What follows belongs to an exercise in optimizing a design on an open flow for small area; a production flow would make more cautious choices.
The RTL was checked by simulation tests, not by an equivalence proof against the original design.
The flow treats the clock pin as an ideal source, which a real chip does not have.
Power is estimated from default activity; no workload was simulated.

==> design/flow/design.v <==
module regfile_bit (
    input  logic clk,
    input  logic e0,
    input  logic e1,
    input  logic h,
    input  logic d0,
    input  logic d1,
    output logic q
);
    always_ff @(posedge clk) begin
        q <= ~((e0 & d0) | (e1 & d1) | (h & q));
    end
endmodule
module regfile_row #(
    parameter int unsigned WIDTH = 32
) (
    input  logic             clk,
    input  logic             e0,
    input  logic             e1,
    input  logic             h,
    input  logic [WIDTH-1:0] d0,
    input  logic [WIDTH-1:0] d1,
    output logic [WIDTH-1:0] q
);
    for (genvar b = 0; b < WIDTH; b++) begin : g_bit
        regfile_bit u_bit (
            .clk(clk), .e0(e0), .e1(e1), .h(h), .d0(d0[b]), .d1(d1[b]), .q(q[b])
        );
    end
endmodule
module regfile_aoi3 (
    input  logic [2:0] a,
    input  logic [2:0] b,
    output logic       y
);
    assign y = ~|(a & b);
endmodule
module regfile_rdbit #(
    parameter int unsigned N = 31
) (
    input  logic [N-1:0] sel,
    input  logic [N-1:0] d,
    input  logic         p,
    output logic         y
);
    localparam int unsigned G = N / 3;   
    logic [G-1:0] n;
    for (genvar g = 0; g < G; g++) begin : g_grp
        regfile_aoi3 u_aoi (.a(sel[3*g +: 3]), .b(d[3*g +: 3]), .y(n[g]));
    end
    logic m0, m1, m2, yn;
    assign m0 = ~&n[3:0];
    assign m1 = ~&n[7:4];
    assign m2 = ~&n[G-1:8];
    regfile_aoi2111 u_fin (.a1(sel[N-1]), .a2(d[N-1]), .b(m0), .c(m1), .d(m2), .y(yn));
    assign y = yn ^ ~p;
endmodule
module regfile_aoi2111 (
    input  logic a1,
    input  logic a2,
    input  logic b,
    input  logic c,
    input  logic d,
    output logic y
);
    assign y = ~((a1 & a2) | b | c | d);
endmodule
module regfile_nand2 (input logic a, input logic b, output logic y);
    assign y = ~(a & b);
endmodule
module regfile_and2 (input logic a, input logic b, output logic y);
    assign y = a & b;
endmodule
module regfile_inv (input logic a, output logic y);
    assign y = ~a;
endmodule
module regfile_param #(
    parameter int unsigned       WIDTH       = 32,
    parameter int unsigned       ADDR_W      = 5,
    parameter logic [WIDTH-1:0]  RESET_VALUE = '0,
    parameter int unsigned       ZERO_REG    = 1
) (
    input  logic              clk,
    input  logic              reset,
    input  logic              clear,
    input  logic              wr0_en,
    input  logic              wr1_en,
    input  logic [ADDR_W-1:0] wr0_addr,
    input  logic [ADDR_W-1:0] wr1_addr,
    input  logic [WIDTH-1:0]  wr0_data,
    input  logic [WIDTH-1:0]  wr1_data,
    input  logic [ADDR_W-1:0] rd0_addr,
    input  logic [ADDR_W-1:0] rd1_addr,
    output logic [WIDTH-1:0]  rd0_data,
    output logic [WIDTH-1:0]  rd1_data,
    output logic              busy
);
    localparam int unsigned DEPTH = 2 ** ADDR_W;
    localparam int unsigned N     = DEPTH - 1;   
    logic              busy_q;
    logic [ADDR_W-1:0] ptr_q;
    logic              p_q;
    always_ff @(posedge clk) begin
        if (reset) begin
            busy_q <= 1'b1;
            ptr_q  <= '0;
        end else if (busy_q) begin
            ptr_q <= ptr_q + ADDR_W'(1);
            if (ptr_q == ADDR_W'(DEPTH - 1)) busy_q <= 1'b0;
        end else if (clear) begin
            busy_q <= 1'b1;
        end
    end
    always_ff @(posedge clk) begin
        if (reset) p_q <= 1'b0;
        else       p_q <= ~p_q;
    end
    logic              en0x, en1x;
    logic [ADDR_W-1:0] a0x;
    logic [WIDTH-1:0]  d0x, d1x;
    assign en0x = !reset && (busy_q || wr0_en);
    assign en1x = !reset && !busy_q && wr1_en;
    assign a0x  = busy_q ? ptr_q : wr0_addr;
    logic [WIDTH-1:0] d0n, d1n;
    assign d0n  = ~((busy_q ? '0 : wr0_data) ^ {WIDTH{p_q}});
    assign d1n  = ~(wr1_data ^ {WIDTH{p_q}});
    for (genvar b = 0; b < WIDTH; b++) begin : g_dd
        regfile_inv u_d0 (.a(d0n[b]), .y(d0x[b]));
        regfile_inv u_d1 (.a(d1n[b]), .y(d1x[b]));
    end
    logic [3:0] w0_lo, w1_lo, r0_lo, r1_lo;
    logic [7:0] w0_hi, w1_hi, r0_hi, r1_hi;
    always_comb begin
        for (int j = 0; j < 4; j++) begin
            w0_lo[j] = en0x && (a0x[1:0] == 2'(j));
            w1_lo[j] = en1x && (wr1_addr[1:0] == 2'(j));
            r0_lo[j] = (rd0_addr[1:0] == 2'(j));
            r1_lo[j] = (rd1_addr[1:0] == 2'(j));
        end
        for (int k = 0; k < 8; k++) begin
            w0_hi[k] = (a0x[4:2] == 3'(k));
            w1_hi[k] = (wr1_addr[4:2] == 3'(k));
            r0_hi[k] = (rd0_addr[4:2] == 3'(k));
            r1_hi[k] = (rd1_addr[4:2] == 3'(k));
        end
    end
    logic [WIDTH-1:0] ent  [N];
    logic [N-1:0]     entT [WIDTH];
    logic [N-1:0]     sel0, sel1;
    for (genvar i = 0; i < N; i++) begin : g_ent
        localparam int unsigned A  = i + 1;
        localparam int unsigned LO = A % 4;
        localparam int unsigned HI = A / 4;
        logic nhit0, nhit1, hit0, e0, e1, h;
        regfile_nand2 u_nh0 (.a(w0_lo[LO]), .b(w0_hi[HI]), .y(nhit0));
        regfile_nand2 u_nh1 (.a(w1_lo[LO]), .b(w1_hi[HI]), .y(nhit1));
        regfile_inv   u_h0  (.a(nhit0), .y(hit0));
        regfile_inv   u_e1  (.a(nhit1), .y(e1));
        regfile_and2  u_e0  (.a(hit0), .b(nhit1), .y(e0));
        regfile_and2  u_h   (.a(nhit0), .b(nhit1), .y(h));
        regfile_row #(.WIDTH(WIDTH)) u_row (
            .clk(clk), .e0(e0), .e1(e1), .h(h), .d0(d0x), .d1(d1x), .q(ent[i])
        );
        regfile_and2 u_s0 (.a(r0_lo[LO]), .b(r0_hi[HI]), .y(sel0[i]));
        regfile_and2 u_s1 (.a(r1_lo[LO]), .b(r1_hi[HI]), .y(sel1[i]));
        for (genvar b = 0; b < WIDTH; b++) begin : g_t
            assign entT[b][i] = ent[i][b];
        end
    end
    logic pr0, pr1, pr0n, pr1n;
    assign pr0n = ~(p_q && (rd0_addr != '0));
    assign pr1n = ~(p_q && (rd1_addr != '0));
    regfile_inv u_pr0 (.a(pr0n), .y(pr0));
    regfile_inv u_pr1 (.a(pr1n), .y(pr1));
    for (genvar b = 0; b < WIDTH; b++) begin : g_rd
        regfile_rdbit #(.N(N)) u_rd0 (.sel(sel0), .d(entT[b]), .p(pr0), .y(rd0_data[b]));
        regfile_rdbit #(.N(N)) u_rd1 (.sel(sel1), .d(entT[b]), .p(pr1), .y(rd1_data[b]));
    end
    assign busy = busy_q;
endmodule
==> design/flow/run.sh <==
#!/bin/bash
# synth_recipe.tcl (not shown) runs the flow's synth.tcl, then flattens the netlist and writes it again
# the make line also repeats each setting of config.mk as NAME=value (left out here)
make -C /OpenROAD-flow-scripts/flow DESIGN_CONFIG=/design/flow/config.mk WORK_HOME=/design/flow/orfs CLKGATE_MAP_FILE= SYNTH_SCRIPT=/design/flow/synth_recipe.tcl finish
==> design/flow/config.mk <==
export PLATFORM = sky130hd
export DESIGN_NAME = regfile_param
export DESIGN_NICKNAME = regfile_param
export VERILOG_FILES = /design/flow/design.v
export SDC_FILE = /design/flow/constraint.sdc
export NUM_CORES = 4
export LEC_CHECK = 0
export CAP_MARGIN = 10
export CELL_PAD_IN_SITES_DETAIL_PLACEMENT = 1
export CELL_PAD_IN_SITES_GLOBAL_PLACEMENT = 1
export CORE_MARGIN = 2
export CORE_UTILIZATION = 40
export PLACE_DENSITY = 0.45
export SETUP_SLACK_MARGIN = 0.5
export SLEW_MARGIN = 10
export SYNTH_HIERARCHICAL = 1
export TNS_END_PERCENT = 100
==> design/flow/constraint.sdc <==
create_clock -name core_clock -period 7.0 [get_ports {clk}]
set_input_delay 1.4000 -clock core_clock [delete_from_list [all_inputs] [get_ports {clk}]]
set_output_delay 1.4000 -clock core_clock [all_outputs]
set_load 0.01 [all_outputs]
==> results of run 1 <==
==> modules after synthesis (local to each module, per instance), excerpt <==
module,cell area [sq um],times used,cells,flip-flops and latches
regfile_and2,6.26,124,1,0
regfile_aoi2111,15.0,64,1,0
regfile_aoi3,10.0,640,1,0
regfile_bit,30.0,992,2,1
regfile_inv,3.75,128,1,0
regfile_nand2,3.75,62,1,0
regfile_param,1610,1,208,7
==> sequential cells by signal (all words and copies together) (netlist names) <==
signal	count
ptr_q	5
g_ent.u_row.g_bit.u_bit.q	992
busy_q	1
p_q	1
==> cell families after synthesis <==
logic type | share of synthesized area [%]
mux | 0.176
flops | 47.8
xor+xnor | 2.70
compound gates | 41.6
simple gates | 6.35
fa+ha+maj | 0.0598
buf+inv | 1.35
==> area by class of cell <==
class / instances / area (sq um) / share of cell area, %
Clock inverter: 34 / 372 / 0.731
Sequential cell: 999 / 20000 / 39.3
Clock buffer: 171 / 3410 / 6.70
Timing Repair Buffer: 338 / 3320 / 6.52
Antenna cell: 1 / 2.50 / 0.00492
Inverter: 128 / 480 / 0.945
Multi-Input combinational cell: 2324 / 21500 / 42.4
Tap cell: 1380 / 1730 / 3.39
==> synthesized netlist by cell type <==
| library cell | number |
|---|---|
| a2111oi_2 | 64 |
| a211oi_1 | 4 |
| a21bo_2 | 3 |
| a21o_1 | 1 |
| a21oi_1 | 9 |
| a222oi_1 | 1632 |
| and2_1 | 126 |
| and3_1 | 4 |
| and3b_1 | 6 |
| and4_1 | 1 |
| and4b_1 | 2 |
| and4bb_2 | 1 |
| buf_2 | 8 |
| buf_4 | 3 |
| buf_6 | 1 |
| clkbuf_1 | 3 |
| dfxtp_1 | 999 |
| ha_1 | 2 |
| inv_1 | 128 |
| mux2_2 | 3 |
| mux2i_1 | 4 |
| nand2_1 | 131 |
| nand2b_1 | 1 |
| nand3_1 | 1 |
| nand3b_1 | 5 |
| nand4_1 | 129 |
| nor2_1 | 11 |
| nor2b_1 | 37 |
| nor3_1 | 3 |
| nor3b_1 | 9 |
| or2_1 | 1 |
| or3_1 | 1 |
| or3b_1 | 4 |
| xnor2_1 | 129 |
==> final timing paths <==
| check | end | slack (ps) | cells after the start |
|---|---|---|---|
| min reg2reg | g_ent[22].u_row.g_bit[5].u_bit.q | 490 | 1 |
| max reg2reg | g_ent[17].u_row.g_bit[0].u_bit.q | 3010 | 6 |
| min | g_ent[22].u_row.g_bit[5].u_bit.q | 490 | 1 |
| max | rd0_data[11] | 390 | 9 |
==> through the flow <==
| step | setup slack [ps] | total power [mW] |
|---|---|---|
| after floorplan | 2410 | 8.23 |
| after global placement | 558 | 9.11 |
| after detailed placement | 437 | 9.29 |
| after CTS | 510 | 15.3 |
| after global routing | 501 | 15.8 |
| final | 388 | 15.5 |
==> where the power goes <==
group | total [mW] | internal [mW] | switching [mW] | leakage [nW]
Clock | 6.12 | 3.59 | 2.53 | 1.89
Combinational | 2.27 | 1.02 | 1.24 | 7.12
Sequential | 7.06 | 6.44 | 0.620 | 8.90
==> layer usage <==
layer | vias to the layer above | GRT usage [%] | routed length, um
li1 | 18400 | - | -
met1 | 24400 | 55.5 | 88500
met2 | 4795 | 66.6 | 107000
met3 | 1206 | 14.7 | 38900
met4 | 0 | 26.1 | 17500
met5 | - | 0 | 0
==> worst max-delay path, cell delays in order <==
cell,delay [ps]
clkdlybuf4s50_1,610
nor3b_1,800
and2_4,710
a222oi_1,250
nand4_1,330
a2111oi_2,110
xnor2_1,200
buf_4,200
clkdlybuf4s50_1,550
==> repair_timing <==
action                     in CTS  in global routing
setup endpoints to repair      10                 57
gates resized for setup         7                 27
hold endpoints to repair        0                  0
pin swaps                       0                  3
==> impl_results.md, run 1 <==
- Status: timing/DRC/antenna clean
- Worst Path Required: 5600 ps
- Fin. max-slew vios: 0
- CTS root buf: clkbuf_16
- Yosys warning total: 11
- Power Density: 304 mW/mm^2
- GRT Total Usage: 44.4%
- HP Class: reg2reg
- Syn nets: 3,557
- Grt total ovfl: 0
- Fmax: 151 MHz
- Post-Route Utilization: 49.1%
- Hold WS: 492 ps
- CTS tree: done
- RD Place Congestion: 0.976
- Clk_skew: 20.2 ps
- Die X-Extent: around 330 um
- DR vias/cell: 9.08
- Finished Layout Cells: 5,375
- Cells after Synth: 3,466
- Crit Path Class: in2out
- Mapped Area: 0.0419 sq mm
- DP HPWL: 143,000 um
- Die ar.: around 0.11 sq mm
- Number of global-route vias before repair: 48,300
- Netlist cell types: 34
- #FFs+latches synth: 999
- Share of cells above drive strength 1: 12.7%
- Cell taking the most area after synthesis: dfxtp_1
- Largest buffer count on any clock path: 3
- Die Y: 327 um
- CP Capture Type: primary output
- Commonest non-fill, non-tap cells in the layout: a222oi_1 (1,632), dfxtp_1 (997), buf_4 (154)
- Peak supply drop: 0.225 mV
- Num CTS Buffers: 110
- Worst slew margin: roughly a tenth
- Dpl cells: 5,166
- Hold_buf cts: 0
- Max_cap viols: 0
- Vias after detailed routing: 48,800
- Largest net degree at the start of global routing: 44
- Fin Setup TNS: 0 ps
- Placed instance area: 0.0468 sq mm
- Final wirelength: 252,000 um
- Max FO, Critical Path: 32
- Num ports: 154
- Antenna Nets Post-Route: 0
- Crit path time final: between 6000 and 7000 ps
- Share of the synthesized area in the top cell type: a little under half
- # rows: 118
- Routed wire per std cell: 46.8 um
- Crit share post-route: 94.5%
- Iteration-0 DRC Markers: 15,400
- Final setup violating endpoints: 0
- Seq/Total Area, Yosys: 47.8%
- Critical path launch point: rd0_addr[4]
- Final net count: about 4,000
- Worst r2r src: busy_q
- Final Hold Viols: 0
- Initial antenna violation count: 4
- Drt first pass iters: 15
- Core footprint: 0.104 sq mm
- Final Cell Area: 0.0509 sq mm
- Latest clock arrival within the worst-skew pair: 730 ps
- FILL cells: 10,700
- Clock transition at path regs: about 60 ps
- Synth top area cells: dfxtp_1 (48%), a222oi_1 (39%), xnor2_1 (2.7%), a2111oi_2 (2.3%), nand4_1 (1.9%)
- Hold_sp: g_ent[22].u_row.g_bit[5].u_bit.q
- RSZ-0062 raised after global routing: yes
- First-pass GRT wire length: 351,000 um
- Type of origin of the critical path: primary input
- Commonest non-fill, non-tap cell in the layout: a222oi_1
- DRC errors left: 0
- Mean post-synth cell area: 12.1 sq um
- H-tree depth: 3
- Initial Utilization: about 40%
- Post-CTS Setup Repair Bufs: 0
- Worst slew pin tran: 1360 ps
- Worst endpoint data arrival time: 5210 ps
- Leakage: 17.9 nW
- Port Buf Inserts: ~150
- Clock sinks: approximately 1,000
- Area delta synth->final: 21.5%
==> run 2: changes to the inputs <==
==> design/flow/flow/run.sh (new file) <==
#!/bin/bash
# Standard ORFS layout (the standard.sh) with these changes:
#  - clock tree synthesis without dummy loads and with larger sink clusters;
#  - port buffers made from the plain buffer cell;
#  - before repair_design, drivers of high-fanout nets get a stronger drive
#    (flow/upsize.tcl) instead of being split with buffers;
#  - global routing keeps more of met1/met2 free for pin access (flow/fastroute.tcl).
set -euo pipefail
here=$(pwd)
export CTS_ARGS="-sink_clustering_enable -repair_clock_nets -dont_use_dummy_load -sink_clustering_size 20 -sink_clustering_max_diameter 60 -buf_list {sky130_fd_sc_hd__clkbuf_8}"
export BUFFER_PORTS_ARGS="-buffer_cell sky130_fd_sc_hd__buf_1"
export PRE_RESIZE_TCL="$here/flow/upsize.tcl"
export FASTROUTE_TCL="$here/flow/fastroute.tcl"
bash standard.sh finish > flow.log 2>&1
==> design/flow/flow/fastroute.tcl (new file) <==
# Global-routing setup (FASTROUTE_TCL): as the platform's, but with more of
# met1 and met2 held back from the global router, so that the dense cell
# pins keep room for access in detailed routing.
set_global_routing_layer_adjustment $::env(MIN_ROUTING_LAYER)-$::env(MAX_ROUTING_LAYER) 0.2
set_global_routing_layer_adjustment met1 0.5
set_global_routing_layer_adjustment met2 0.3

set_routing_layers -clock $::env(MIN_CLK_ROUTING_LAYER)-$::env(MAX_ROUTING_LAYER)
set_routing_layers -signal $::env(MIN_ROUTING_LAYER)-$::env(MAX_ROUTING_LAYER)
==> design/flow/flow/upsize.tcl (new file) <==
# Sourced by ORFS before repair_design in the resize step (PRE_RESIZE_TCL).
# Nets with a large fanout (the per-entry enables, the read selects and the
# write-data lines) span the whole array. Instead of letting repair_design
# split them with extra buffers, give their drivers the _2 drive strength of
# the same cell, which meets the load and slew limits on its own. Cells that
# synthesis upsized but that drive a single nearby load go back to the
# smallest drive strength. repair_design and repair_timing run afterwards as usual.
set upsized 0
set downsized 0
foreach inst [get_cells *] {
  set ref [get_property $inst ref_name]
  if {![regexp {^(sky130_fd_sc_hd__[a-z0-9]+)_([0-9]+)$} $ref -> base drive]} continue
  if {[regexp {__(df|edf|sdf|dl)} $ref]} continue
  if {[string match "*buf*" $base] || [string match "*inv*" $base]} {
    set kind buf
  } else {
    set kind logic
  }
  set opins [get_pins -of_objects $inst -filter "direction==output"]
  if {[llength $opins] != 1} continue
  set net [get_nets -of_objects $opins]
  if {$net eq ""} continue
  set fo [llength [get_pins -of_objects $net -filter "direction==input"]]
  if {$fo >= 16 && $drive < 2} {
    set new [get_lib_cells -quiet */${base}_2]
    if {$new ne ""} { replace_cell $inst $new; incr upsized }
  } elseif {$fo <= 2 && $drive >= 2 && $kind eq "logic"} {
    foreach d {0 1} {
      set new [get_lib_cells -quiet */${base}_$d]
      if {$new ne ""} { replace_cell $inst $new; incr downsized; break }
    }
  }
}
puts "upsize.tcl: upsized $upsized drivers of high-fanout nets, downsized $downsized"
==> design/flow/standard.sh (new file) <==
#!/bin/bash
# synth_recipe.tcl (not shown) runs the flow's synth.tcl, then flattens the netlist and writes it again
# the make line also repeats each setting of config.mk as NAME=value (left out here)
make -C /OpenROAD-flow-scripts/flow DESIGN_CONFIG=/design/flow/config.mk WORK_HOME=/design/flow/orfs CLKGATE_MAP_FILE= SYNTH_SCRIPT=/design/flow/synth_recipe.tcl "${@:-finish}"
==> design/flow/config.mk (replaced) <==
export PLATFORM = sky130hd
export DESIGN_NAME = regfile_param
export DESIGN_NICKNAME = regfile_param
export VERILOG_FILES = /design/flow/design.v
export SDC_FILE = /design/flow/constraint.sdc
export NUM_CORES = 4
export LEC_CHECK = 0
export CAP_MARGIN = 0
export CELL_PAD_IN_SITES_DETAIL_PLACEMENT = 1
export CELL_PAD_IN_SITES_GLOBAL_PLACEMENT = 1
export CORE_MARGIN = 2
export CORE_UTILIZATION = 40
export GPL_TIMING_DRIVEN = 0
export PLACE_DENSITY = 0.45
export SLEW_MARGIN = 0
export SYNTH_HIERARCHICAL = 1
removed: design/flow/run.sh
==> impl_results.md, run 2 <==
- Post-CTS resize count: 0
- Final net count: about 3,800
- Cell taking the most area after synthesis: dfxtp_1
- Share of cells above drive strength 1: 9.29%
- Max_cap viols: 3
- GRT Total Usage: 53.3%
- Top-count cell post-synth: a222oi_1
- Worst r2r src: busy_q
- CTS root buf: clkbuf_8
- Buf/Inv on CP: 2
- Synth top area cells: dfxtp_1 (48%), a222oi_1 (39%), xnor2_1 (2.7%), a2111oi_2 (2.3%), nand4_1 (1.9%)
- Worst slew margin: -6.93%
- # rows: between 100 and 150
- Met1 Usage GRT: 66.3%
- Netlist cell types: 34
- Type of origin of the critical path: primary input
- Number of global-route vias before repair: ~50,000
- Final Hold Viols: 0
- Fmax: roughly 150 MHz
- Max FO, Critical Path: 32
- Initial antenna violation count: 19
- Fin. max-slew vios: 4
- Final setup violating endpoints: 0
- Cells after Synth: 3,466
- Most used DFF post-synth: dfxtp_1
- Crit share post-route: 96.6%
- Worst endpoint data arrival time: about 5400 ps
- HP Class: reg2reg
- Latest clock arrival within the worst-skew pair: between 800 and 900 ps
- Crit path time final: between 6000 and 7000 ps
- Worst Path Required: roughly 5600 ps
- Die ar.: 0.107 sq mm
- Biggest regs: g_ent.u_row.g_bit.u_bit.q x992, ptr_q x5
- Initial Utilization: 40.4%
- Leakage: about 15 nW
- Mapped Area: ~0.042 sq mm
- Num CTS Buffers: 97
- Syn nets: 3,557
- Share of the synthesized area in the top cell type: 47.8%
- Commonest cells post-synth: a222oi_1 (1,632), dfxtp_1 (999), nand2_1 (131)
- CP peak stage delay: between 1000 and 1500 ps
- Top delay family on crit path: compound AO/OA/AOI/OAI gates
- Layer with the highest usage: met2
- RD Place Congestion: 1.01
- Routed wire per std cell: approximately 49 um
- FF+latch area: 0.0200 sq mm
- Hold Crit Depth: 1
- Largest buffer count on any clock path: 3
- CP Cell Sequence: buf_1 > and3b_1 > and2_2 > a222oi_1 > nand4_1 > a2111oi_0 > xnor2_1 > buf_1
- Clock transition at path regs: 70 ps
- Max FFs per register: 992
- Setup WS post-layout: 241 ps
- Antenna Nets Post-Route: 0
- Clk_skew: between 70 and 80 ps
- Worst slack at placement: 588 ps
- #FFs+latches synth: approximately 1,000
- Die X-Extent: 327 um
- DP HPWL: 136,000 um
- Blocking Checks: max-capacitance violations, max-slew violations
- Power Density: around 270 mW/mm^2
- DR vias/cell: 9.20
- FILL cells: 11,100
- Largest net degree at the start of global routing: 33
- Area delta synth->final: 8.42%
- Mean post-synth cell area: 12.1 sq um
- Area of the multi-input gates: 0.0211 sq mm
- Post-Route Utilization: between 40% and 50%
- Clock sinks: 999
- Hold Path End: g_ent[30].u_row.g_bit[22].u_bit.q
- Status: complete, but fails checks
- Worst slew pin tran: 1560 ps
- GR Util met3: 37.6%
- Final wirelength: about 250,000 um
- Vias after detailed routing: 47,100
- Drt first pass iters: 15
- Hold_buf cts: 0
- CTS tree: done
- First-pass GRT wire length: 347,000 um
- Core footprint: 0.104 sq mm
- Worst r2r path cells: 8
- Crit Path Class: in2out
- H-tree depth: 3
- Commonest non-fill, non-tap cell in the layout: a222oi_1
- Port Buf Inserts: between 150 and 200
- Largest reg by FF count: g_ent.u_row.g_bit.u_bit.q
- CP max-delay cell: a2111oi_0
- Seq/Total Area, Yosys: 47.8%
- Commonest non-fill, non-tap cells in the layout: a222oi_1 (1,632), dfxtp_1 (999), buf_1 (153)
- RSZ-0062 raised after global routing: no
- Critical Path Most Common Cell: buf_1
- Die Y: 327 um
- Final Cell Area: 0.0454 sq mm
- Iteration-0 DRC Markers: 10,700
- Met2 Use GR: 71.9%
- Post-synth EDFFs: 0
- R2R Path End: g_ent[21].u_row.g_bit[28].u_bit.q
- Peak supply drop: 0.175 mV
- CP Capture Type: primary output
- Grt total ovfl: 0
- Yosys warning total: 11
- Num ports: 154
- Hold_sp: g_ent[30].u_row.g_bit[22].u_bit.q
- Ys async rst share: 0%
- DRC errors left: 0
- Placed instance area: around 0.044 sq mm
- Reg2Reg Setup Slack: 3230 ps
- Post-CTS Setup Repair Bufs: 0
- Final Total Pwr: 12.3 mW
run 2: cell counts after synthesis:
No cell type changed its count.
run 2: area by class of cell:
type / count / share of cell area [%]
multi-input combinational: 2324 / 46.4
sequential: 999 / 44.1
tap: 1380 / 3.80
clock buffer: 97 / 2.94
timing repair buffer: 163 / 1.41
inverter: 128 / 1.06
buffer: 15 / 0.187
antenna: 17 / 0.0937
run 2: cell families after synthesis:
kind of cell               after synthesis  share of synthesized area (%)
AOI/OAI and AO/OA                     1713                           41.6
DFF                                    999                           47.8
and+or+nand+nor                        473                           6.35
buffers and inverters                  143                           1.35
xor gates and xnor gates               129                           2.70
muxes                                    7                          0.176
adders and majority gates                2                         0.0598
run 2: modules after synthesis, one instance, submodules excluded, a selection:
module | flops+latches | copies in the design | area (sq um) | cells
regfile_param | 7 | 1 | 1610 | 208
regfile_bit | 1 | 992 | 30.0 | 2
regfile_aoi2111 | 0 | 64 | 15.0 | 1
regfile_aoi3 | 0 | 640 | 10.0 | 1
regfile_and2 | 0 | 124 | 6.26 | 1
regfile_inv | 0 | 128 | 3.75 | 1
regfile_nand2 | 0 | 62 | 3.75 | 1
run 2: routing by layer:
metal  up-vias  wire, um
li1      17900         -
met1     23300     81000
met2      4659    102000
met3      1180     46700
met4        29     18500
met5         -       828
run 2: report_power, final:
group          internal [mW]  switching, mW
Sequential              6.44          0.577
Clock                   1.23           2.03
Combinational          0.796           1.22
run 2: how the worst max path moves through the flow:
stage | slack [ps] | cells past startpoint | from | endpoint
2_1_floorplan | 2410 | 4 | rd0_addr[0] | rd0_data[0]
3_3_place_gp | -60 | 8 | rd1_addr[0] | rd1_data[7]
6_report | 240 | 8 | rd0_addr[4] | rd0_data[1]
3_5_place_dp | 590 | 8 | rd0_addr[4] | rd0_data[3]
5_1_grt | 240 | 8 | rd0_addr[4] | rd0_data[17]
4_1_cts | 590 | 8 | rd0_addr[4] | rd0_data[3]
run 2: worst register-to-register path: stages (launching register included):
cell	delay, ps
dfxtp_1	370
buf_6	150
buf_2	280
nand3b_1	290
a211oi_2	860
nand2_1	170
inv_1	80
and2_2	1030
a222oi_1	290
run 2: stage by stage:
stage                     std cells  TNS, ps  hold slack [ps]
after floorplan                3466        0              466
after global placement         4999     -108              472
after detailed placement       5005        0              482
after CTS                      5102        0              491
after global routing           5114        0              505
final                          5123        0              487
==> run 3: changes to the inputs <==
==> design/flow/flow/run.sh (replaced) <==
#!/bin/bash
# Standard ORFS layout (the standard.sh) with these changes:
#  - clock tree synthesis without dummy loads and with larger sink clusters,
#    then clkbuf_16 for the buffers whose loads see a slow edge (flow/post_cts.tcl);
#  - port buffers made from the plain buffer cell;
#  - before repair_design, drivers of high-fanout nets get a stronger drive
#    (flow/upsize.tcl) instead of being split with buffers;
#  - global routing keeps more of met1/met2 free for pin access (flow/fastroute.tcl).
# Each tool's log is in orfs/logs/; make's own output is in flow.log.
set -euo pipefail
here=$(pwd)
export CTS_ARGS="-sink_clustering_enable -repair_clock_nets -dont_use_dummy_load -sink_clustering_size 20 -sink_clustering_max_diameter 60 -buf_list {sky130_fd_sc_hd__clkbuf_8}"
export BUFFER_PORTS_ARGS="-buffer_cell sky130_fd_sc_hd__buf_1"
export PRE_RESIZE_TCL="$here/flow/upsize.tcl"
export POST_CTS_TCL="$here/flow/post_cts.tcl"
export FASTROUTE_TCL="$here/flow/fastroute.tcl"
bash standard.sh finish > flow.log 2>&1
==> design/flow/flow/post_cts.tcl (new file) <==
set_propagated_clock [all_clocks]
estimate_parasitics -placement
set big [get_lib_cells */sky130_fd_sc_hd__clkbuf_16]
set n 0
foreach inst [get_cells *] {
  if {[get_property $inst ref_name] ne "sky130_fd_sc_hd__clkbuf_8"} continue
  set opin [get_pins -of_objects $inst -filter "direction==output"]
  set net [get_nets -of_objects $opin]
  if {$net eq ""} continue
  set worst 0.0
  foreach p [get_pins -quiet -of_objects $net -filter "direction==input"] {
    foreach e {rise fall} {
      set s [get_property $p slew_max_$e]
      if {[string is double -strict $s] && $s > $worst} { set worst $s }
    }
  }
  if {$worst > 0.105} { replace_cell $inst $big; incr n }
}
puts "post_cts.tcl: upsized $n clock buffers"
if {$n > 0} {
  detailed_placement
  estimate_parasitics -placement
}
==> design/flow/flow/upsize.tcl (replaced) <==
# Sourced by ORFS before repair_design in the resize step (PRE_RESIZE_TCL).
# Nets with a large fanout (the per-entry enables, the read selects, the
# write-data lines and the address predecode) span much of the array. Instead
# of letting repair_design split them with extra buffers, give their drivers
# the _2 drive strength of the same cell, which meets the load and slew limits
# on its own. Logic cells that synthesis upsized but that drive one or two
# loads go back to drive strength 1. repair_design and repair_timing run
# afterwards as usual.
set upsized 0
set downsized 0
foreach inst [get_cells *] {
  set ref [get_property $inst ref_name]
  if {![regexp {^(sky130_fd_sc_hd__[a-z0-9]+)_([0-9]+)$} $ref -> base drive]} continue
  if {[regexp {__(df|edf|sdf|dl)} $ref]} continue
  set opins [get_pins -of_objects $inst -filter "direction==output"]
  if {[llength $opins] != 1} continue
  set net [get_nets -of_objects $opins]
  if {$net eq ""} continue
  set fo [llength [get_pins -of_objects $net -filter "direction==input"]]
  if {$fo >= 8 && $drive < 2} {
    set new [get_lib_cells -quiet */${base}_2]
    if {$new ne ""} { replace_cell $inst $new; incr upsized }
  } elseif {$fo <= 2 && $drive >= 2 && ![string match "*buf*" $base] && ![string match "*inv*" $base]} {
    set new [get_lib_cells -quiet */${base}_1]
    if {$new ne ""} { replace_cell $inst $new; incr downsized }
  }
}
puts "upsize.tcl: upsized $upsized drivers of high-fanout nets, downsized $downsized"
--- a/design/flow/config.mk
+++ b/design/flow/config.mk
@@ -5,12 +5,13 @@
 export SDC_FILE = /design/flow/constraint.sdc
 export NUM_CORES = 4
 export LEC_CHECK = 0
-export CAP_MARGIN = 0
+export CAP_MARGIN = 10
 export CELL_PAD_IN_SITES_DETAIL_PLACEMENT = 1
 export CELL_PAD_IN_SITES_GLOBAL_PLACEMENT = 1
 export CORE_MARGIN = 2
 export CORE_UTILIZATION = 40
 export GPL_TIMING_DRIVEN = 0
 export PLACE_DENSITY = 0.45
-export SLEW_MARGIN = 0
+export SETUP_SLACK_MARGIN = 0.2
+export SLEW_MARGIN = 10
 export SYNTH_HIERARCHICAL = 1
==> impl_results.md, run 3 <==
- Ys async rst share: 0%
- Worst slack at placement: 845 ps
- Crit share post-route: 93.1%
- Vias after detailed routing: 47,000
- RSZ-0062 raised after global routing: no
- Hold Crit Depth: 1
- Num ports: ~150
- Worst r2r path cells: 8
- DR vias/cell: a little over 9
- Cell count along the critical path: 8
- Final Hold Viols: 0
- First-pass GRT wire length: roughly 350,000 um
- Fmax: 153 MHz
- Cell taking the most area after synthesis: dfxtp_1
- Biggest regs: g_ent.u_row.g_bit.u_bit.q x992, ptr_q x5
- Power Density: 274 mW/mm^2
- DRC errors left: 0
- Seq/Total Area, Yosys: between 40% and 50%
- Commonest non-fill, non-tap cell in the layout: a222oi_1
- Post-synth EDFFs: 0
- Top-count cell post-synth: a222oi_1
- Buf/Inv on CP: 2
- GRT Total Usage: 53.2%
- CP Cell Sequence: buf_2 > and3b_1 > and2_2 > a222oi_1 > nand4_1 > a2111oi_1 > xnor2_1 > buf_1
- R2R Path End: g_ent[0].u_row.g_bit[3].u_bit.q
- CTS tree: done
- FILL cells: ~11,000
- Crit Path Class: in2out
- Max FO, Critical Path: 32
- Share of the synthesized area in the top cell type: approximately 48%
- Commonest cells post-synth: a222oi_1 (1,632), dfxtp_1 (999), nand2_1 (131)
- Die Y: about 330 um
- Commonest non-fill, non-tap cells in the layout: a222oi_1 (1,632), dfxtp_1 (999), buf_1 (144)
- HP Class: reg2reg
- # rows: 118
- Status: timing/DRC/antenna clean
- Mean post-synth cell area: 12.1 sq um
- Area delta synth->final: 8.78%
- Final setup violating endpoints: 0
- Initial Utilization: between 40% and 50%
- Die ar.: 0.107 sq mm
- Routed wire per std cell: 48.8 um
- Placed instance area: 0.0441 sq mm
- Largest net degree at the start of global routing: 33
- Leakage: 15.2 nW
- Port Buf Inserts: approximately 150
- Most used DFF post-synth: dfxtp_1
- Final wirelength: 249,000 um
- CP Capture Point: rd0_data[20]
- DP HPWL: approximately 140,000 um
- Initial antenna violation count: 14
- RD Place Congestion: 1.01
- Core footprint: 0.104 sq mm
- Antenna Nets Post-Route: 0
- Share of cells above drive strength 1: approximately a tenth
- Hold WS: 494 ps
- Syn nets: 3,557
- Setup WS post-layout: 482 ps
- Netlist cell types: 34
- Clk_skew: 114 ps
- Critical path launch point: rd0_addr[4]
- Worst endpoint data arrival time: 5120 ps
- Max FFs per register: 992
- Grt total ovfl: 0
- Cells after Synth: 3,466
- Die X-Extent: 327 um
- Worst slew margin: ~7%
- CP max-delay cell: a2111oi_1
- Max_cap viols: 0
- Worst slew pin tran: 1390 ps
- #FFs+latches synth: about 1,000
- Yosys warning total: 11
- Drt first pass iters: 15
- Type of origin of the critical path: primary input
- Iteration-0 DRC Markers: 10,500
- Fin. max-slew vios: 0
- Clock sinks: about 1,000
- Clock transition at path regs: about 50 ps
- Final net count: 3,805
- Largest reg by FF count: g_ent.u_row.g_bit.u_bit.q
- Crit path time final: between 6000 and 7000 ps
- Fin Setup TNS: 0 ps
- Reg2Reg Setup Slack: 3110 ps
- Peak supply drop: 0.181 mV
- Worst Path Required: 5600 ps
- CP Capture Type: primary output
- Synth top area cells: dfxtp_1 (48%), a222oi_1 (39%), xnor2_1 (2.7%), a2111oi_2 (2.3%), nand4_1 (1.9%)
- CP peak stage delay: 1270 ps
- Top delay family on crit path: compound AO/OA/AOI/OAI gates
- Worst r2r src: busy_q
- Number of global-route vias before repair: 50,000
- Latest clock arrival within the worst-skew pair: 750 ps
- Final Cell Area: 0.0455 sq mm
- Mapped Area: 0.0419 sq mm
==> run 3: cell counts after synthesis <==
Identical to the previous run, type by type.
==> run 3: where the power goes <==
| part | internal (mW) | switching (mW) | total [mW] |
|---|---|---|---|
| sequential | 6.44 | 0.574 | 7.01 |
| combinational | 0.800 | 1.22 | 2.02 |
| clock | 1.39 | 2.06 | 3.44 |
| total | 8.62 | 3.85 | 12.5 |
==> run 3: kinds of logic after synthesis <==
logic type,synth area share (%)
AOI/OAI and AO/OA,41.6
muxes,0.176
and+or+nand+nor,6.35
xor gates and xnor gates,2.70
DFF,47.8
adders and majority gates,0.0598
buffers and inverters,1.35
==> run 3: per-module statistics from Yosys (local to each module, per instance), a selection <==
| module | flip-flops and latches | cell area (sq um) | cells | copies in the design |
|---|---|---|---|---|
| regfile_and2 | 0 | 6.26 | 1 | 124 |
| regfile_bit | 1 | 30.0 | 2 | 992 |
| regfile_param | 7 | 1610 | 208 | 1 |
| regfile_aoi3 | 0 | 10.0 | 1 | 640 |
| regfile_nand2 | 0 | 3.75 | 1 | 62 |
| regfile_aoi2111 | 0 | 15.0 | 1 | 64 |
| regfile_inv | 0 | 3.75 | 1 | 128 |
==> run 3: worst reg2reg max path, cell delays in order (launching register included) <==
cell      delay (ps)
dfxtp_1          410
buf_6            160
buf_2            450
mux2i_1          210
a211oi_2         960
nand2_1          200
inv_1            100
and2_2           940
a222oi_1         270
==> run 3: final cells by class <==
cell class	count	area [sq um]	area share, %
multi-input cells	2324	21200	46.5
flip-flops and latches	999	20000	43.9
well taps	1380	1730	3.79
clock buffers	93	1460	3.21
repair buffers	153	586	1.29
inverters	128	480	1.06
plain buffers	15	87.6	0.192
diodes	8	20.0	0.0440
==> run 3: worst min-delay path by stage <==
stage                                           startpoint                               end  slack (ps)
final                     g_ent[1].u_row.g_bit[17].u_bit.q  g_ent[1].u_row.g_bit[17].u_bit.q         490
after global placement    g_ent[0].u_row.g_bit[29].u_bit.q  g_ent[0].u_row.g_bit[29].u_bit.q         470
after floorplan            g_ent[0].u_row.g_bit[0].u_bit.q   g_ent[0].u_row.g_bit[0].u_bit.q         470
after global routing      g_ent[4].u_row.g_bit[26].u_bit.q  g_ent[4].u_row.g_bit[26].u_bit.q         510
after detailed placement  g_ent[0].u_row.g_bit[31].u_bit.q  g_ent[0].u_row.g_bit[31].u_bit.q         490
==> run 3: stage by stage <==
step	power (mW)	std cells	utilization [%]
finish	12.5	5100	43.9
global route	12.9	5093	43.9
detailed placement	9.04	4999	42.5
global placement	8.87	4999	42.6
floorplan	8.23	3466	-
==> run 3: per-layer routing <==
metal,wire length [um],vias to the layer above,GRT usage (%)
li1,-,17900,-
met1,82000,23300,67.8
met2,102000,4476,72.5
met3,45700,1237,36.4
met4,18500,20,32.5
met5,462,-,2.88
==> run 4: changes to the inputs <==
--- a/design/flow/flow/run.sh
+++ b/design/flow/flow/run.sh
@@ -9,7 +9,7 @@
 # Each tool's log is in orfs/logs/; make's own output is in flow.log.
 set -euo pipefail
 here=$(pwd)
-export CTS_ARGS="-sink_clustering_enable -repair_clock_nets -dont_use_dummy_load -sink_clustering_size 20 -sink_clustering_max_diameter 60 -buf_list {sky130_fd_sc_hd__clkbuf_8}"
+export CTS_ARGS="-sink_clustering_enable -repair_clock_nets -dont_use_dummy_load -sink_clustering_size 24 -sink_clustering_max_diameter 60 -buf_list {sky130_fd_sc_hd__clkbuf_8}"
 export BUFFER_PORTS_ARGS="-buffer_cell sky130_fd_sc_hd__buf_1"
 export PRE_RESIZE_TCL="$here/flow/upsize.tcl"
 export POST_CTS_TCL="$here/flow/post_cts.tcl"
--- a/design/flow/config.mk
+++ b/design/flow/config.mk
@@ -9,9 +9,9 @@
 export CELL_PAD_IN_SITES_DETAIL_PLACEMENT = 1
 export CELL_PAD_IN_SITES_GLOBAL_PLACEMENT = 1
 export CORE_MARGIN = 2
-export CORE_UTILIZATION = 40
+export CORE_UTILIZATION = 50
 export GPL_TIMING_DRIVEN = 0
-export PLACE_DENSITY = 0.45
+export PLACE_DENSITY = 0.55
 export SETUP_SLACK_MARGIN = 0.2
 export SLEW_MARGIN = 10
 export SYNTH_HIERARCHICAL = 1
==> impl_results.md, run 4 <==
- Status: timing/DRC/antenna clean
- Biggest regs: g_ent.u_row.g_bit.u_bit.q x992, ptr_q x5
- # rows: 106
- Clock transition at path regs: 70 ps
- Mean post-synth cell area: 12.1 sq um
- DP HPWL: 128,000 um
- Number of global-route vias before repair: 52,400
- Largest reg by FF count: g_ent.u_row.g_bit.u_bit.q
- Synth Area in Adders: 0.0598%
- Final setup violating endpoints: 0
- Die X-Extent: 293 um
- Share of cells above drive strength 1: 9.22%
- Vias after detailed routing: about 48,000
- Drt first pass iters: 20
- Crit share post-route: roughly 95%
- Clk_skew: ~130 ps
- CP Capture Type: primary output
- Leakage: 15.1 nW
- Synth top area cells: dfxtp_1 (48%), a222oi_1 (39%), xnor2_1 (2.7%), a2111oi_2 (2.3%), nand4_1 (1.9%)
- #FFs+latches synth: 999
- Cells after Synth: roughly 3,500
- Post-synth EDFFs: 0
- Worst endpoint data arrival time: around 5300 ps
- Post-synthesis mux area share: 0.176%
- Iteration-0 DRC Markers: between 10,000 and 15,000
- Syn nets: 3,557
- HP Class: reg2reg
- Die ar.: roughly 0.086 sq mm
- CTS tree: done
- Num ports: approximately 150
- DRC errors left: 0
- Max FFs per register: between 900 and 1,000
- Yosys warning total: 11
- Worst slew pin tran: 1360 ps
- Fin Setup TNS: 0 ps
- First-pass GRT wire length: approximately 330,000 um
- Commonest non-fill, non-tap cell in the layout: a222oi_1
- Latest clock arrival within the worst-skew pair: 730 ps
- Area delta synth->final: 7.63%
- Final wirelength: 236,000 um
- Cell taking the most area after synthesis: dfxtp_1
- Type of origin of the critical path: primary input
- Commonest non-fill, non-tap cells in the layout: a222oi_1 (1,632), dfxtp_1 (999), buf_1 (144)
- Max FO, Critical Path: 32
- Commonest cells post-synth: a222oi_1 (1,632), dfxtp_1 (999), nand2_1 (131)
- Crit Path Class: in2out
- Synth Area in XOR/XNOR: 2.70%
- Initial antenna violation count: 16
- Worst Path Required: around 5600 ps
- Core footprint: 0.0833 sq mm
- Final net count: between 3,000 and 4,000
- Max_cap viols: 0
- Initial Utilization: 50.3%
- Largest net degree at the start of global routing: 33
- Seq/Total Area, Yosys: a little under half
- Top-count cell post-synth: a222oi_1
- Worst slew margin: 9.14%
- Most used DFF post-synth: dfxtp_1
- Final Hold Viols: 0
- Power Density: 273 mW/mm^2
- Post-synthesis simple-gate area fraction: roughly 6.3%
- RD Place Congestion: just under 1
- Share of the synthesized area in the top cell type: between 40 and 50%
- Crit path time final: 6650 ps
- Largest family of logic cells by synthesized area: compound AO/OA/AOI/OAI gates
- Fin. max-slew vios: 0
- Post-Route Utilization: 54.1%
- Peak supply drop: slightly above 0.2 mV
- Ys async rst share: 0%
- DR vias/cell: 10.0
- Mapped Area: 0.0419 sq mm
- Post-synthesis compound-gate area fraction: around 42%
- RSZ-0062 raised after global routing: no
- Die Y: 293 um
- Netlist cell types: 34
- Port Buf Inserts: around 150
- GRT Total Usage: 63.0%
- Routed wire per std cell: 49.3 um
- Antenna Nets Post-Route: 0
- Clock sinks: between 900 and 1,000
- Fmax: 150 MHz
- Grt total ovfl: 0
## run 4: cell counts after synthesis
No cell type changed its count.
## run 4: path summary, 6_finish.rpt
path                                          start                                end  slack, ps  cells past startpoint
setup / recovery                        rd1_addr[4]                        rd1_data[8]        350                      8
hold / removal    g_ent[25].u_row.g_bit[21].u_bit.q  g_ent[25].u_row.g_bit[21].u_bit.q        500                      1
setup reg to reg                             busy_q  g_ent[12].u_row.g_bit[30].u_bit.q       3170                      8
hold reg to reg   g_ent[25].u_row.g_bit[21].u_bit.q  g_ent[25].u_row.g_bit[21].u_bit.q        500                      1
## run 4: area by class of cell
type,count,area (sq um)
clock buffers,80,1350
multi-input cells,2324,21200
inverters,128,480
fillers,8660,38200
diodes,12,30.0
repair buffers,153,586
flip-flops and latches,999,20000
well taps,1080,1350
plain buffers,15,87.6
## run 4: per-stage QoR
| stage | hold slack, ps | worst slack (ps) | cell area, sq um | power (mW) | std cells |
|---|---|---|---|---|---|
| 2_1_floorplan | 466 | 2410 | 41900 | 8.23 | 3466 |
| 6_report | 499 | 348 | 45100 | 12.3 | 4791 |
| 3_3_place_gp | 472 | 97.2 | 43800 | 8.82 | 4699 |
| 3_5_place_dp | 486 | 944 | 43700 | 9.01 | 4699 |
| 5_1_grt | 505 | 464 | 45000 | 12.6 | 4783 |
## run 4: power breakdown
group / internal [mW] / switching (mW)
sequential: 6.44 / 0.596
clock: 1.30 / 1.96
combinational: 0.800 / 1.21
total: 8.54 / 3.77
## run 4: cell families (layout without fill, tap and decap cells)
logic type,Yosys count,count (layout)
compound gates,1713,1713
xor+xnor,129,129
flops,999,999
simple gates,473,473
buf+inv,143,376
other cells,0,12
fa+ha+maj,2,2
mux,7,7
## run 4: per-module statistics from Yosys, one instance, submodules excluded, excerpt
module,flops+latches,cells inside,times used,area (sq um)
regfile_and2,0,1,124,6.26
regfile_aoi2111,0,1,64,15.0
regfile_aoi3,0,1,640,10.0
regfile_bit,1,2,992,30.0
regfile_nand2,0,1,62,3.75
regfile_param,7,208,1,1610
regfile_inv,0,1,128,3.75
## run 4: metal layers
| metal | vias to the layer above | GRT usage, % | routed length, um |
|---|---|---|---|
| met1 | 23000 | 74.3 | 72000 |
| met2 | 5387 | 80.1 | 92700 |
| met4 | 38 | 48.9 | 22300 |
| li1 | 17900 | - | - |
| met5 | - | 12.7 | 1080 |
| met3 | 1762 | 48.1 | 48100 |
## run 4: critical path, cell delays in order
cell	delay [ps]
buf_2	170
and3b_1	310
and2_2	630
a222oi_1	610
nand4_1	420
a2111oi_1	1260
xnor2_1	200
buf_1	190

[afterwards: timing with drivers on the ports]
No port has a modelled driver above. Below, the same layouts with a new extraction and two added sets of constraints. Step 1 (the two cells are an assumption about what drives the block):
set clk [get_ports {clk}]
set_driving_cell -lib_cell sky130_fd_sc_hd__clkbuf_16 $clk
set_driving_cell -lib_cell sky130_fd_sc_hd__buf_2 [delete_from_list [all_inputs] $clk]
Step 2 moves the port delays by t, midway between the first and last clock arrival at a register: inputs arrive t later, outputs are due t later. That takes back most of the time a late clock gives input paths. Slacks: ideal ports / drivers / drivers and shift; pairs: ideal ports / drivers.
run	t (ns)	setup WS [ns]	worst setup path after step 2	worst register clock-pin slew, ns	pins driven straight from the clock port
run 1	0.796	0.388 / 0.342 / 0.342	input to output	0.07 / 0.07	1
run 2	0.878	0.241 / 0.199 / 0.199	input to output	0.12 / 0.12	1
run 3	0.755	0.482 / 0.439 / 0.439	input to output	0.10 / 0.10	1
run 4	0.736	0.348 / 0.288 / 0.288	input to output	0.11 / 0.11	1
The setup slack of run 4, which loses most, moves by -0.060 ns with the drivers and by -0.060 ns with both steps.
